Context: an optimization exercise on an open-source flow, tuned for small area, a short achievable clock period and few clock cycles. The choices shown serve that exercise and are no tape-out recipe.
Function was checked by simulation only, so behaviour that the tests miss may differ from the original.
Power and IR drop assume default switching activity.

## flow/run.sh

```bash
#!/bin/bash
# Standard layout, but the port buffers are the smallest buffer (buf_1)
# instead of the resizer's default pick; timing repair may still upsize them.
set -euo pipefail
export BUFFER_PORTS_ARGS="-buffer_cell sky130_fd_sc_hd__buf_1"
bash standard.sh > flow_standard.log 2>&1
```

## standard.sh

```bash
#!/bin/bash
# synth_recipe.tcl (not shown) runs the flow's synth.tcl, then flattens the netlist and writes it again
# the make line also repeats each setting of config.mk as NAME=value (left out here)
make -C /OpenROAD-flow-scripts/flow DESIGN_CONFIG=/design/flow/config.mk WORK_HOME=/design/flow/orfs CLKGATE_MAP_FILE= SYNTH_SCRIPT=/design/flow/synth_recipe.tcl "${@:-finish}"
```

## config.mk

```make
export PLATFORM = sky130hd
export DESIGN_NAME = bmem_top
export DESIGN_NICKNAME = bmem_top
export VERILOG_FILES = /design/flow/design.v
export SDC_FILE = /design/flow/constraint.sdc
export NUM_CORES = 4
export LEC_CHECK = 0
export CAP_MARGIN = 20
export CORE_AREA = 10 10 370 370
export DIE_AREA = 0 0 380 380
export PLACE_DENSITY = 0.4
export SETUP_SLACK_MARGIN = 2.5
export SLEW_MARGIN = 20
```

## constraint.sdc

```tcl
create_clock -name core_clock -period 5.0 [get_ports {clk}]
set_input_delay 1.0000 -clock core_clock [delete_from_list [all_inputs] [get_ports {clk}]]
set_output_delay 1.0000 -clock core_clock [all_outputs]
set_load 0.01 [all_outputs]
```

## design.v

```verilog
`timescale 1ns/1ps
package mem_burst_pkg;
    localparam int ADDR_W         = 32;
    localparam int BEAT_W         = 64;     
    localparam int BEATS_PER_LINE = 4;
    localparam int LINE_W         = BEAT_W * BEATS_PER_LINE;   
    localparam int BEAT_IDX_W     = 2;      
    localparam int LINE_OFFSET_W  = 5;      
    typedef logic [ADDR_W-1:0] addr_t;
    typedef logic [BEAT_W-1:0] beat_t;
    typedef logic [LINE_W-1:0] line_t;
    typedef struct packed {
        addr_t addr;      
        logic  read;      
        logic  write;     
        line_t wdata;     
    } line_req_t;
    typedef struct packed {
        logic  resp;      
        line_t rdata;     
    } line_resp_t;
endpackage
`timescale 1ns/1ps
module beat_counter (
    input  logic                                 clk,
    input  logic                                 rst_n,
    input  logic                                 beat_advance,   
    output logic [mem_burst_pkg::BEAT_IDX_W-1:0] beat_idx,
    output logic                                 at_last         
);
    always_ff @(posedge clk) begin
        if (!rst_n) begin
            beat_idx <= '0;
        end else if (beat_advance) begin
            beat_idx <= beat_idx + 1'b1;
        end
    end
    assign at_last = (beat_idx == mem_burst_pkg::BEAT_IDX_W'(mem_burst_pkg::BEATS_PER_LINE - 1));
endmodule
`timescale 1ns/1ps
module line_assembler (
    input  logic                                 clk,
    input  logic                                 beat_we,      
    input  logic [mem_burst_pkg::BEAT_IDX_W-1:0] beat_idx,     
    input  mem_burst_pkg::beat_t                 bmem_rdata,
    output mem_burst_pkg::line_t                 rd_line
);
    localparam int W = mem_burst_pkg::BEAT_W;
    mem_burst_pkg::beat_t beat0, beat1, beat2;
    always_ff @(posedge clk) begin
        if (beat_we && beat_idx == 2'd0) beat0 <= bmem_rdata;
        if (beat_we && beat_idx == 2'd1) beat1 <= bmem_rdata;
        if (beat_we && beat_idx == 2'd2) beat2 <= bmem_rdata;
    end
    assign rd_line = {bmem_rdata, beat2, beat1, beat0};
endmodule
`timescale 1ns/1ps
module write_beat_mux (
    input  mem_burst_pkg::line_t                 wr_line,     
    input  logic [mem_burst_pkg::BEAT_IDX_W-1:0] beat_idx,    
    output mem_burst_pkg::beat_t                 bmem_wdata
);
    always_comb begin
        unique case (beat_idx)
            2'd0:    bmem_wdata = wr_line[0*mem_burst_pkg::BEAT_W +: mem_burst_pkg::BEAT_W];
            2'd1:    bmem_wdata = wr_line[1*mem_burst_pkg::BEAT_W +: mem_burst_pkg::BEAT_W];
            2'd2:    bmem_wdata = wr_line[2*mem_burst_pkg::BEAT_W +: mem_burst_pkg::BEAT_W];
            default: bmem_wdata = wr_line[3*mem_burst_pkg::BEAT_W +: mem_burst_pkg::BEAT_W];
        endcase
    end
endmodule
`timescale 1ns/1ps
module burst_req_fsm (
    input  logic                     clk,
    input  logic                     rst_n,
    input  mem_burst_pkg::line_req_t icache_req,
    input  mem_burst_pkg::line_req_t dcache_req,
    input  logic                     bmem_ready,
    input  logic                     bmem_rvalid,
    input  logic                     at_last,         
    output mem_burst_pkg::addr_t     bmem_addr,
    output logic                     bmem_read,
    output logic                     bmem_write,
    output logic                     beat_advance,    
    output logic                     sel_dcache,      
    output logic                     icache_resp_pulse,
    output logic                     dcache_resp_pulse
);
    logic rd_arm;      
    logic rd_busy;     
    logic wr_busy;     
    logic idle;
    logic rd_done, wr_done, done;
    logic dcache_want, icache_want;
    logic pick_d, pick_i;
    assign dcache_want = dcache_req.read || dcache_req.write;
    assign icache_want = icache_req.read;                       
    assign idle    = !(rd_arm || rd_busy || wr_busy);
    assign rd_done = rd_busy && bmem_rvalid && at_last;         
    assign wr_done = wr_busy && bmem_ready && at_last;          
    assign done    = rd_done || wr_done;
    assign pick_d = dcache_want && (idle || (done && !sel_dcache));
    assign pick_i = icache_want && ((idle && !dcache_want) || (done && sel_dcache));
    always_ff @(posedge clk) begin
        if (!rst_n) begin
            rd_arm  <= 1'b0;
            rd_busy <= 1'b0;
            wr_busy <= 1'b0;
        end else if (pick_d || pick_i) begin
            rd_arm  <= pick_i || !dcache_req.write;
            rd_busy <= 1'b0;
            wr_busy <= pick_d && dcache_req.write;              
        end else begin
            if (rd_arm && bmem_ready) begin
                rd_arm  <= 1'b0;
                rd_busy <= 1'b1;
            end
            if (rd_done) rd_busy <= 1'b0;
            if (wr_done) wr_busy <= 1'b0;
        end
    end
    always_ff @(posedge clk) begin
        if (pick_d || pick_i) sel_dcache <= pick_d;
    end
    assign bmem_addr    = sel_dcache ? dcache_req.addr : icache_req.addr;
    assign bmem_read    = rd_arm && bmem_ready;                 
    assign bmem_write   = wr_busy;
    assign beat_advance = (rd_busy && bmem_rvalid) || (wr_busy && bmem_ready);
    assign icache_resp_pulse = rd_done && !sel_dcache;
    assign dcache_resp_pulse = done && sel_dcache;
endmodule
`timescale 1ns/1ps
module bmem_controller (
    input  logic                     clk,
    input  logic                     rst_n,
    input  mem_burst_pkg::line_req_t  icache_req,     
    output mem_burst_pkg::line_resp_t icache_resp,
    input  mem_burst_pkg::line_req_t  dcache_req,
    output mem_burst_pkg::line_resp_t dcache_resp,
    output mem_burst_pkg::addr_t     bmem_addr,
    output logic                     bmem_read,
    output logic                     bmem_write,
    output mem_burst_pkg::beat_t     bmem_wdata,
    input  logic                     bmem_ready,
    input  mem_burst_pkg::beat_t     bmem_rdata,
    input  logic                     bmem_rvalid
);
    logic                                 beat_advance;
    logic                                 sel_dcache;
    logic                                 icache_resp_pulse;
    logic                                 dcache_resp_pulse;
    logic [mem_burst_pkg::BEAT_IDX_W-1:0] beat_idx;
    logic                                 at_last;
    mem_burst_pkg::line_t                 rd_line;
    burst_req_fsm fsm_i (
        .clk               (clk),
        .rst_n             (rst_n),
        .icache_req        (icache_req),
        .dcache_req        (dcache_req),
        .bmem_ready        (bmem_ready),
        .bmem_rvalid       (bmem_rvalid),
        .at_last           (at_last),
        .bmem_addr         (bmem_addr),
        .bmem_read         (bmem_read),
        .bmem_write        (bmem_write),
        .beat_advance      (beat_advance),
        .sel_dcache        (sel_dcache),
        .icache_resp_pulse (icache_resp_pulse),
        .dcache_resp_pulse (dcache_resp_pulse)
    );
    beat_counter beat_cnt_i (
        .clk          (clk),
        .rst_n        (rst_n),
        .beat_advance (beat_advance),
        .beat_idx     (beat_idx),
        .at_last      (at_last)
    );
    line_assembler line_asm_i (
        .clk        (clk),
        .beat_we    (bmem_rvalid),       
        .beat_idx   (beat_idx),
        .bmem_rdata (bmem_rdata),
        .rd_line    (rd_line)
    );
    write_beat_mux wr_mux_i (
        .wr_line    (dcache_req.wdata),
        .beat_idx   (beat_idx),
        .bmem_wdata (bmem_wdata)
    );
    assign icache_resp.resp  = icache_resp_pulse;
    assign icache_resp.rdata = rd_line;
    assign dcache_resp.resp  = dcache_resp_pulse;
    assign dcache_resp.rdata = rd_line;
endmodule
`timescale 1ns/1ps
module bmem_top (
    input  logic         clk,
    input  logic         rst_n,
    input  logic [31:0]  icache_addr,
    input  logic         icache_read,
    output logic         icache_resp,
    output logic [255:0] icache_rdata,
    input  logic [31:0]  dcache_addr,
    input  logic         dcache_read,
    input  logic         dcache_write,
    input  logic [255:0] dcache_wdata,
    output logic         dcache_resp,
    output logic [255:0] dcache_rdata,
    output logic [31:0]  bmem_addr,
    output logic         bmem_read,
    output logic         bmem_write,
    output logic [63:0]  bmem_wdata,
    input  logic         bmem_ready,
    input  logic [63:0]  bmem_rdata,
    input  logic         bmem_rvalid
);
    mem_burst_pkg::line_req_t  icache_req_s;
    mem_burst_pkg::line_req_t  dcache_req_s;
    mem_burst_pkg::line_resp_t icache_resp_s;
    mem_burst_pkg::line_resp_t dcache_resp_s;
    assign icache_req_s.addr  = icache_addr;
    assign icache_req_s.read  = icache_read;
    assign icache_req_s.write = 1'b0;
    assign icache_req_s.wdata = '0;
    assign dcache_req_s.addr  = dcache_addr;
    assign dcache_req_s.read  = dcache_read;
    assign dcache_req_s.write = dcache_write;
    assign dcache_req_s.wdata = dcache_wdata;
    bmem_controller ctrl_i (
        .clk         (clk),
        .rst_n       (rst_n),
        .icache_req  (icache_req_s),
        .icache_resp (icache_resp_s),
        .dcache_req  (dcache_req_s),
        .dcache_resp (dcache_resp_s),
        .bmem_addr   (bmem_addr),
        .bmem_read   (bmem_read),
        .bmem_write  (bmem_write),
        .bmem_wdata  (bmem_wdata),
        .bmem_ready  (bmem_ready),
        .bmem_rdata  (bmem_rdata),
        .bmem_rvalid (bmem_rvalid)
    );
    assign icache_resp  = icache_resp_s.resp;
    assign icache_rdata = icache_resp_s.rdata;
    assign dcache_resp  = dcache_resp_s.resp;
    assign dcache_rdata = dcache_resp_s.rdata;
endmodule
```

==> flow_metrics.tcl, run 1 <==
set metrics [dict create \
    outcome "finished clean" \
    ctsRootBufferMaster "clkbuf_16" \
    tritoncts_num_sinks 198 \
    dieHeight_um 380 \
    postRouteWirelength_um 112000 \
    timing.final.hold_violations 0 \
    share_of_synthesized_area_occupied_by_flip_flops_and_latches 0.554 \
    post-route-drc-count 0 \
    synth-main-ff-cell "edfxtp_1" \
    synth_cell_types 35 \
    dpl-instance-area_mm2 0.0142 \
    syn-cell-area_mm2 0.0106 \
    gpl.final_weighted_congestion 0.866 \
    globalRoute.totalOverflow 0 \
    layout.nets 1935 \
    category_of_the_critical_setup_timing_path "reg2out" \
    timing.hold.worst.class "reg2reg" \
    dp_slack_ns 1.90 \
    most-common-layout-cells "839 x buf_1, 193 x edfxtp_1, 85 x buf_2" \
    dp_hpwl_um 95800 \
    syn-mean-instance-area_um2 13.0 \
    antenna_violations_before_repair 72 \
    grt_util_all_layers 0.148 \
    irDropWorstVdd_v 0.000255 \
    cp_data_arrival_time_ns 2.18 \
    cts.hold.buffers_added 0 \
    routed_via_density 3.05 \
    synth_enable_flop_cells 193 \
    part_of_the_cycle_the_worst_path_needs 0.635 \
    grt_setup_unrepaired "true" \
    fill_cells 14895 \
    cts_buffers 17 \
    layout.cells.most_common "buf_1" \
    cts_max_path_buffers 2 \
    floorplan.io_pins 1003 \
    p_leak_nw 5.14 \
    die_area_mm2 0.144 \
    core.rowCount 132 \
    layout-drive-gt1-share 0.195 \
    detailedRoute.firstPassIterationCount 11 \
    layout.cell_area.non_filler_mm2 0.0160 \
    timing.critical_path.from_type "flop" \
    clk_latency_ns 0.52 \
    initial_utilization 0.0823 \
    avgRoutedWirePerCell_um 33.9 \
    post_synth_inst_count 817 \
    crit_path_end_kind "output pin" \
    core_mm2 0.129 \
    port_buffers 1002 \
    final_period_minus_worst_setup_slack_ns 3.18 \
    pin_count_of_the_biggest_net_entering_global_routing 65 \
    via_count 10102 \
    maxSlewViolCount 0 \
    clock-skew-final_ns 0.0206 \
    setup_viol_count_final 0 \
    post-layout-total-power_w 0.00488 \
    timing.final.ws_setup_ns 1.82 \
    yosys_register_bits 198 \
    drt_first_iter_violations 749 \
    yosys_warnings 4 \
    worstMarginPinSlew_ns 0.626 \
    number_of_max_cap_violations 0 \
    chipWidth_um 380 \
    cts_tree "done" \
    timing.fmax_ghz 0.315 \
    timing.slew.headroom 0.584 \
    number_of_global_route_vias_before_repair 10208 \
    critical_path.max_fanout 29 \
    h-tree-depth 4 \
    tns_ns 0 \
    layout-area-overhead-vs-synth_pct 50.9 \
    syn-num-nets 1212 \
    powerDensity_mw_per_mm2 304 \
    reg_clk_slew_reported_paths_ns 0.09 \
    route.antenna.remaining_nets 0 \
    crit_required_ns 4.00 \
    asyncSetResetFlopFracSynth 0 \
    global_route_wire_length_before_repair_um 135000 \
]
-- worst max-delay path, stage by stage, from the launching register on --
cell and delay, ns:
dfxtp_4 0.39, inv_4 0.05, ha_4 0.19, buf_12 0.13, buf_12 0.16, a222oi_1 0.43, mux2i_1 0.13, buf_2 0.17
-- path summary, 6_finish.rpt --
check	from	to	slack, ns	depth (start not counted)
max reg2reg	ctrl_i.beat_cnt_i.beat_idx[1]	ctrl_i.line_asm_i.beat0[13]	2.74	6
min reg2reg	ctrl_i.fsm_i.wr_busy	ctrl_i.fsm_i.wr_busy	0.61	2
max	ctrl_i.beat_cnt_i.beat_idx[1]	bmem_wdata[6]	1.82	7
min	ctrl_i.fsm_i.wr_busy	ctrl_i.fsm_i.wr_busy	0.61	2
-- cell usage after synthesis (all sizes together) (2+ instances only) --
library cell | instances | area (um^2)
nand2 | 4 | 15.0
buf | 335 | 2480
clkbuf | 18 | 77.6
dfxtp | 5 | 100
a22o | 3 | 36.3
a31o | 3 | 35.0
and2 | 6 | 40.0
mux2i | 64 | 641
mux2 | 32 | 360
o211ai | 2 | 15.0
ha | 4 | 50.1
a222oi | 64 | 641
inv | 68 | 255
edfxtp | 193 | 5800
nor2 | 5 | 18.8
-- per-layer routing --
metal / track usage / share of wire / vias up
met5: 0 / 0.0011 / -
met4: 0.0317 / 0.020 / 20
met3: 0.0718 / 0.11 / 157
met2: 0.245 / 0.47 / 801
met1: 0.170 / 0.40 / 5003
li1: - / - / 4121
-- power breakdown --
part | leakage [nW] | internal, W | total (W) | switching, W
Sequential | 1.83 | 0.00191 | 0.00195 | 0.0000444
Combinational | 3.00 | 0.000517 | 0.00136 | 0.000846
Clock | 0.307 | 0.000770 | 0.00157 | 0.000798
Total | 5.14 | 0.00319 | 0.00488 | 0.00169
-- per-stage QoR --
step                std cells  hold slack, ns  utilization
floorplan                 817           0.566            -
global placement         3220           0.586        0.110
detailed placement       3220           0.586        0.110
CTS                      3291           0.596        0.122
global route             3301           0.640        0.124
finish                   3313           0.613        0.124
-- cell type report --
type | count | area, um^2 | share of cell area
sequential | 198 | 5900 | 0.368
clock buffer | 17 | 425 | 0.0265
multi-input combinational | 198 | 2030 | 0.127
inverter | 68 | 260 | 0.0162
clock inverter | 15 | 206 | 0.0129
antenna | 18 | 45.0 | 0.00281
timing repair buffer | 1057 | 4990 | 0.311
tap | 1742 | 2180 | 0.136
-- state kept, by name (all words and copies together) (netlist names) --
name,flops
ctrl_i.fsm_i.rd_arm,1
ctrl_i.beat_cnt_i.beat_idx,2
ctrl_i.line_asm_i.beat0,64
ctrl_i.fsm_i.sel_dcache,1
ctrl_i.line_asm_i.beat1,64
ctrl_i.fsm_i.rd_busy,1
ctrl_i.line_asm_i.beat2,64
ctrl_i.fsm_i.wr_busy,1
-- kinds of logic (layout without fill, tap and decap cells) --
logic type	count (synthesis)	after routing	share of synthesized area
buffers and inverters	421	1157	0.264
flip-flops	198	198	0.554
multiplexers	96	96	0.0941
AO/OA/AOI/OAI	77	77	0.0718
AND/OR/NAND/NOR	20	20	0.00988
adder cells (fa/ha/maj)	4	4	0.00471
XOR/XNOR	1	1	0.000824
other	0	18	0
-- what timing repair did --
item,CTS,global route
resized for setup,171,106
setup endpoints to repair,281,119
setup buffers,36,3
pin swaps,31,33
gates cloned,3,1
Testbench counts, summed over its fixed seeds: cycles 13,461.
==> inputs of run 2 (changes only) <==
--- a/config.mk
+++ b/config.mk
@@ -11,3 +11,2 @@
 export PLACE_DENSITY = 0.4
-export SETUP_SLACK_MARGIN = 2.5
 export SLEW_MARGIN = 20
==> flow_metrics.tcl, run 2 <==
set metrics [dict create \
    yosys_register_bits 198 \
    syn-mean-instance-area_um2 13.0 \
    core.rowCount 132 \
    dp_hpwl_um 95600 \
    maxSlewViolCount 0 \
    worstHoldStart "ctrl_i.fsm_i.wr_busy" \
    yosys.cell_count.top_type "buf_4" \
    powerDensity_mw_per_mm2 305 \
    crit_path_max_incr_delay_ns 0.65 \
    clk_latency_ns 0.52 \
    postRouteWirelength_um 107000 \
    crit_required_ns 4.00 \
    layout.nets 1896 \
    die_area_mm2 0.144 \
    layout.cell_area.non_filler_mm2 0.0148 \
    worstMarginPinSlew_ns 0.953 \
    share_of_synthesized_area_occupied_by_flip_flops_and_latches 0.554 \
    core_mm2 0.129 \
    routed_via_density 3.02 \
    crit_path_end_kind "output pin" \
    globalRoute.totalOverflow 0 \
    timing.fmax_ghz 0.256 \
    layout.cells.most_common "buf_1" \
    ctsRootBufferMaster "clkbuf_16" \
    port_buffers 1002 \
    category_of_the_critical_setup_timing_path "reg2out" \
    finalNonFillerCells 3262 \
    cts_tree "done" \
    via_count 9840 \
    timing.critical_path.from_type "flop" \
    syn-cell-area_mm2 0.0106 \
    post-route-drc-count 0 \
    number_of_max_cap_violations 0 \
    fill_cells 15104 \
    clock-skew-final_ns 0.0216 \
    timing.final.hold_violations 0 \
    cp_slowest_cell "ha_4" \
    top_regs "ctrl_i.line_asm_i.beat0 x64, ctrl_i.line_asm_i.beat1 x64, ctrl_i.line_asm_i.beat2 x64" \
    p_leak_nw 4.21 \
    drt_first_iter_violations 933 \
    antenna_violations_before_repair 71 \
    postCtsSetupRepairBufs 0 \
    critical_path.max_fanout 52 \
    r2r-start "ctrl_i.beat_cnt_i.beat_idx[0]" \
    post_synth_inst_count 817 \
    dpl-instance-area_mm2 0.0142 \
    layout-drive-gt1-share 0.0615 \
    timing.hold.worst.class "reg2reg" \
    cts_buffers 17 \
    layout-area-overhead-vs-synth_pct 39.2 \
    cts_max_path_buffers 2 \
    cp_data_arrival_time_ns 2.90 \
    synthTopCellsByCount "320 x buf_4, 193 x edfxtp_1, 68 x inv_1" \
    grt_util_all_layers 0.141 \
    initial_utilization 0.0823 \
    yosys_warnings 4 \
    tritoncts_num_sinks 198 \
    number_of_global_route_vias_before_repair 10128 \
    avgRoutedWirePerCell_um 32.8 \
    synth_cell_types 35 \
    setup_viol_count_final 0 \
    asyncSetResetFlopFracSynth 0 \
    reg_clk_slew_reported_paths_ns 0.09 \
    h-tree-depth 4 \
    critical_path.startpoint "ctrl_i.beat_cnt_i.beat_idx[0]" \
    floorplan.io_pins 1003 \
    synth-main-ff-cell "edfxtp_1" \
    synth.top_cells.by_area "edfxtp_1 55%, buf_4 23%, a222oi_1 6.0%" \
    yosysTopAreaCell "edfxtp_1" \
    route.antenna.remaining_nets 0 \
    tns_ns 0 \
    post_cts_resize_count 0 \
    dpl.cell_count 3224 \
    syn-num-nets 1212 \
    synth_enable_flop_cells 193 \
    detailedRoute.firstPassIterationCount 8 \
    dieHeight_um 380 \
    post-synth-top-area-fraction 0.545 \
    part_of_the_cycle_the_worst_path_needs 0.780 \
    grt_setup_unrepaired "false" \
    pin_count_of_the_biggest_net_entering_global_routing 59 \
    most-common-layout-cells "1,002 x buf_1, 193 x edfxtp_1, 68 x inv_1" \
    cts.hold.buffers_added 0 \
    global_route_wire_length_before_repair_um 130000 \
    gpl.final_weighted_congestion 0.870 \
    outcome "finished clean" \
    final_period_minus_worst_setup_slack_ns 3.90 \
    irDropWorstVdd_v 0.000298 \
    timing.slew.headroom 0.365 \
    chipWidth_um 380 \
    worst_path_cell_chain "inv_1, ha_4, a222oi_1, mux2i_1, buf_1" \
]
[run 2: cell types whose count changed in the layout (fill, tap and decap cells not counted), sizes merged]
| cell | previous run | this run |
|---|---|---|
| clkbuf | 55 | 17 |
| diode | 18 | 7 |
| clkinvlp | 0 | 2 |
| buf | 1019 | 1018 |
| bufinv | 2 | 1 |
| clkinv | 6 | 5 |
| inv | 75 | 74 |
[run 2: routing by layer]
metal	track usage	vias up	share of wire	wire length, um
met2	0.242	731	0.48	51500
li1	-	4010	-	-
met3	0.0693	143	0.11	12100
met4	0.0197	12	0.014	1500
met1	0.161	4944	0.39	41800
met5	0	-	0.00073	78
[run 2: kinds of logic after synthesis]
kind of cell / Yosys count / share of synthesized area
DFF: 198 / 0.554
AOI/OAI and AO/OA: 77 / 0.0718
xor gates and xnor gates: 1 / 0.000824
buffers and inverters: 421 / 0.264
and+or+nand+nor: 20 / 0.00988
adders and majority gates: 4 / 0.00471
muxes: 96 / 0.0941
[run 2: metrics by stage]
step	power (W)	setup slack, ns	hold WS, ns	util
2_1_floorplan	0.00256	1.90	0.566	-
3_3_place_gp	0.00310	1.65	0.611	0.110
3_5_place_dp	0.00309	1.63	0.575	0.110
4_1_cts	0.00465	1.01	0.593	0.114
5_1_grt	0.00475	0.941	0.663	0.115
6_report	0.00452	1.10	0.597	0.115
[run 2: power breakdown]
part | internal (W) | switching (W)
clock | 0.000708 | 0.000784
sequential | 0.00191 | 0.0000494
combinational | 0.000323 | 0.000747
[run 2: path summary, 6_finish.rpt]
kind	endpoint	slack (ns)	depth (start not counted)
hold reg to reg	ctrl_i.fsm_i.wr_busy	0.60	2
setup reg to reg	ctrl_i.line_asm_i.beat0[24]	2.12	4
setup / recovery	bmem_wdata[29]	1.10	5
hold / removal	ctrl_i.fsm_i.wr_busy	0.60	2
[run 2: final cells by class]
cell class / count / area (um^2) / area share
tap: 1742 / 2180 / 0.147
timing repair buffer: 1018 / 3880 / 0.262
antenna: 7 / 17.5 / 0.00118
multi-input combinational: 198 / 1990 / 0.134
sequential: 198 / 5900 / 0.398
clock inverter: 14 / 164 / 0.0111
clock buffer: 17 / 425 / 0.0287
inverter: 68 / 255 / 0.0172
[run 2: critical path, delay by kind of cell, from the launching register on]
family                   cells  cell delay, ns
buffers and inverters        2            0.46
multiplexers                 1            0.58
flip-flops                   1            0.38
adder cells (fa/ha/maj)      1            0.65
AO/OA/AOI/OAI                1            0.20
==> inputs of run 3 (changes only) <==
--- a/config.mk
+++ b/config.mk
@@ -8,4 +8,4 @@
 export CAP_MARGIN = 20
-export CORE_AREA = 10 10 370 370
-export DIE_AREA = 0 0 380 380
+export CORE_AREA = 5 5 195 195
+export DIE_AREA = 0 0 200 200
 export PLACE_DENSITY = 0.4
==> flow_metrics.tcl, run 3 <==
set metrics [dict create \
    outcome "aborted with a tool error" \
    stop_stage "I/O pin placement" \
    firstError "[ERROR PPL-0024] Number of IO pins (1003) exceeds maximum number of available positions (718). Increase the die perimeter from 800.00um to 1364.08um." \
    yosysTopAreaCell "edfxtp_1" \
    yosys_warnings 4 \
    synth.top_cells.by_area "edfxtp_1 55%, buf_4 23%, a222oi_1 6.0%" \
    chipWidth_um 200 \
    yosys_register_bits 198 \
    synth-main-ff-cell "edfxtp_1" \
    syn-mean-instance-area_um2 13.0 \
    syn-cell-area_mm2 0.0106 \
    dieHeight_um 200 \
    post-synth-top-area-fraction 0.545 \
    core.rowCount 69 \
    synth_cell_types 35 \
    initial_utilization 0.299 \
    asyncSetResetFlopFracSynth 0 \
    synth_enable_flop_cells 193 \
    yosys.cell_count.top_type "buf_4" \
    synthTopCellsByCount "320 x buf_4, 193 x edfxtp_1, 68 x inv_1" \
    syn-num-nets 1212 \
    post_synth_inst_count 817 \
    share_of_synthesized_area_occupied_by_flip_flops_and_latches 0.554 \
]
[run 3: cell counts after synthesis]
No cell type changed its count.
[run 3: logic make-up after synthesis]
group / count (synthesis) / synth area share
adders and majority gates: 4 / 0.00471
DFF: 198 / 0.554
muxes: 96 / 0.0941
buffers and inverters: 421 / 0.264
xor gates and xnor gates: 1 / 0.000824
AOI/OAI and AO/OA: 77 / 0.0718
and+or+nand+nor: 20 / 0.00988
==> inputs of run 4 (changes only) <==
==> run.sh (new file) <==
#!/bin/bash
# synth_recipe.tcl (not shown) runs the flow's synth.tcl, then flattens the netlist and writes it again
# the make line also repeats each setting of config.mk as NAME=value (left out here)
make -C /OpenROAD-flow-scripts/flow DESIGN_CONFIG=/design/flow/config.mk WORK_HOME=/design/flow/orfs CLKGATE_MAP_FILE= SYNTH_SCRIPT=/design/flow/synth_recipe.tcl finish
--- a/config.mk
+++ b/config.mk
@@ -8,4 +8,4 @@
 export CAP_MARGIN = 20
-export CORE_AREA = 5 5 195 195
-export DIE_AREA = 0 0 200 200
+export CORE_AREA = 10 10 370 370
+export DIE_AREA = 0 0 380 380
 export PLACE_DENSITY = 0.4
removed: flow/run.sh
removed: standard.sh
==> flow_metrics.tcl, run 4 <==
set metrics [dict create \
    outcome "finished clean" \
    routed_via_density 2.98 \
    drt_first_iter_violations 915 \
    pin_count_of_the_biggest_net_entering_global_routing 49 \
    clk_latency_ns 0.52 \
    timing.slew.headroom 0.359 \
    yosys.cell_count.top_type "buf_4" \
    irDropWorstVdd_v 0.000293 \
    yosys_warnings 4 \
    synth-main-ff-cell "edfxtp_1" \
    crit_required_ns 4.00 \
    asyncSetResetFlopFracSynth 0 \
    post-synth-top-area-fraction 0.545 \
    timing.final.hold_violations 0 \
    worstMarginPinSlew_ns 0.958 \
    dp_hpwl_um 97500 \
    layout.nets 1896 \
    cts_tree "done" \
    route.antenna.remaining_nets 0 \
    reg_clk_slew_reported_paths_ns 0.09 \
    tns_ns 0 \
    detailedRoute.firstPassIterationCount 8 \
    synthTopCellsByCount "320 x buf_4, 193 x edfxtp_1, 68 x inv_1" \
    chipWidth_um 380 \
    die_area_mm2 0.144 \
    power.clock.fraction 0.297 \
    timing.fmax_ghz 0.235 \
    critical_path.max_fanout 36 \
    post_synth_inst_count 817 \
    antenna_violations_before_repair 57 \
    powerDensity_mw_per_mm2 243 \
    maxSlewViolCount 0 \
    syn-mean-instance-area_um2 13.0 \
    post_cts_resize_count 0 \
    share_of_total_power_consumed_by_net_switching 0.320 \
    synth.top_cells.by_area "edfxtp_1 55%, buf_4 23%, a222oi_1 6.0%" \
    layout.cells.most_common "clkdlybuf4s50_1" \
    yosysTopAreaCell "edfxtp_1" \
    power_report.internal_total_w 0.00350 \
    post-layout-total-power_w 0.00515 \
    layout-drive-gt1-share 0.0614 \
    synth_enable_flop_cells 193 \
    core.rowCount 132 \
    core_mm2 0.129 \
    layout-area-overhead-vs-synth_pct 99.2 \
    grt_setup_unrepaired "false" \
    post-route-drc-count 0 \
    postRouteWirelength_um 111000 \
    initial_utilization 0.0823 \
    syn-num-nets 1212 \
    postCtsSetupRepairBufs 0 \
    cts_buffers 17 \
    power_frac_comb 0.324 \
    p_leak_nw 6.98 \
    clock-skew-final_ns 0.0107 \
    via_count 9721 \
    top_regs "ctrl_i.line_asm_i.beat0 x64, ctrl_i.line_asm_i.beat1 x64, ctrl_i.line_asm_i.beat2 x64" \
    globalRoute.totalOverflow 0 \
    number_of_max_cap_violations 0 \
    synth_cell_types 35 \
    gpl.final_weighted_congestion 0.873 \
    timing.hold.worst.class "reg2reg" \
    final_period_minus_worst_setup_slack_ns 4.26 \
    syn-cell-area_mm2 0.0106 \
    port_buffers 1002 \
    ctsRootBufferMaster "clkbuf_16" \
    cp_data_arrival_time_ns 3.26 \
    dieHeight_um 380 \
    grt_util_all_layers 0.147 \
    part_of_the_cycle_the_worst_path_needs 0.851 \
    global_route_wire_length_before_repair_um 136000 \
    share_of_synthesized_area_occupied_by_flip_flops_and_latches 0.554 \
    yosys_register_bits 198 \
    h-tree-depth 4 \
    cts.hold.buffers_added 0 \
    tritoncts_num_sinks 198 \
    power_frac_seq 0.380 \
    cts_max_path_buffers 2 \
    avgRoutedWirePerCell_um 34.0 \
    timing.critical_path.from_type "flop" \
    netSwitchingPower_w 0.00165 \
    setup_viol_count_final 0 \
    crit_path_end_kind "output pin" \
    category_of_the_critical_setup_timing_path "reg2out" \
    most-common-layout-cells "1,002 x clkdlybuf4s50_1, 193 x edfxtp_1, 68 x inv_1" \
    floorplan.io_pins 1003 \
    number_of_global_route_vias_before_repair 10250 \
]
run 4: worst max-delay path, stage by stage (launching register included):
cell and delay, ns:
dfxtp_1 0.37, inv_1 0.19, ha_4 0.51, a222oi_1 0.22
mux2i_1 0.66, clkdlybuf4s50_1 0.69
run 4: final timing paths:
path	end	slack, ns	startpoint	cells after the start
max	bmem_wdata[35]	0.74	ctrl_i.beat_cnt_i.beat_idx[1]	5
min	ctrl_i.fsm_i.wr_busy	0.58	ctrl_i.fsm_i.wr_busy	2
max reg2reg	ctrl_i.line_asm_i.beat0[52]	2.23	ctrl_i.beat_cnt_i.beat_idx[0]	5
min reg2reg	ctrl_i.fsm_i.wr_busy	0.58	ctrl_i.fsm_i.wr_busy	2
run 4: routing by layer:
metal	wire, um	vias up	part of all wire	GRT usage
met1	43800	4909	0.40	0.169
met2	54200	655	0.49	0.255
li1	-	4027	-	-
met4	1400	16	0.013	0.0194
met3	11400	114	0.10	0.0689
met5	100	-	0.00090	0
run 4: power by group through the flow:
stage | clock network, W | registers (W) | logic, W
after floorplan | 0 | 0.00201 | 0.000546
after global placement | 0 | 0.00199 | 0.00171
after detailed placement | 0 | 0.00200 | 0.00170
after CTS | 0.00164 | 0.00196 | 0.00171
after global routing | 0.00167 | 0.00197 | 0.00176
final | 0.00153 | 0.00196 | 0.00167
run 4: cells by family after synthesis:
family,share of synthesized area
buffers and inverters,0.264
DFF,0.554
muxes,0.0941
AOI/OAI and AO/OA,0.0718
and+or+nand+nor,0.00988
adders and majority gates,0.00471
xor gates and xnor gates,0.000824
run 4: cell type report:
type | count | area [um^2]
multi-input cells | 198 | 1990
fillers | 14380 | 108000
repair buffers | 1018 | 10200
flip-flops and latches | 198 | 5900
diodes | 9 | 22.5
clock inverters | 15 | 186
clock buffers | 17 | 425
inverters | 68 | 255
well taps | 1742 | 2180
run 4: through the flow:
stage                     std cells  hold slack [ns]   util  instance area (um^2)  setup slack [ns]
after floorplan                 817            0.566      -                 10600              1.90
after detailed placement       3224            0.569  0.159                 20500             0.580
after global routing           3257            0.627  0.164                 21200             0.528
after global placement         3224            0.585  0.159                 20500             0.509
final                          3265            0.582  0.164                 21200             0.744
after CTS                      3256            0.587  0.164                 21200             0.504

port drivers added, routing unchanged:
The results above use ideal ports. As a check the final layouts listed here were re-extracted and re-timed, cells and wires unchanged. Step 1 sets driving cells, clkbuf_16 on the clock port and buf_2 on the other inputs (assumed; they add their load-dependent delay and slew). Step 2 also shifts input and output timing later by t, the mid clock arrival at the registers, as if the neighbouring blocks saw the same clock. Slacks: ideal ports / drivers / drivers and shift; pairs: ideal ports / drivers.
run | t, ns | setup slack, ns | worst hold slack (ns) | worst data-port slew with drivers (ns)
run 1 | 0.570 | 1.823 / 1.766 / 2.045 | 0.613 / 0.613 / 0.613 | 0.31
run 2 | 0.562 | 1.098 / 1.042 / 1.604 | 0.597 / 0.597 / 0.597 | 0.28
run 4 | 0.571 | 0.744 / 0.688 / 0.731 | 0.582 / 0.582 / 0.582 | 0.25
After both steps setup and hold are still met in every run listed. The setup slack of run 4, which loses most, moves by -0.056 ns with the drivers and by -0.013 ns with both steps.
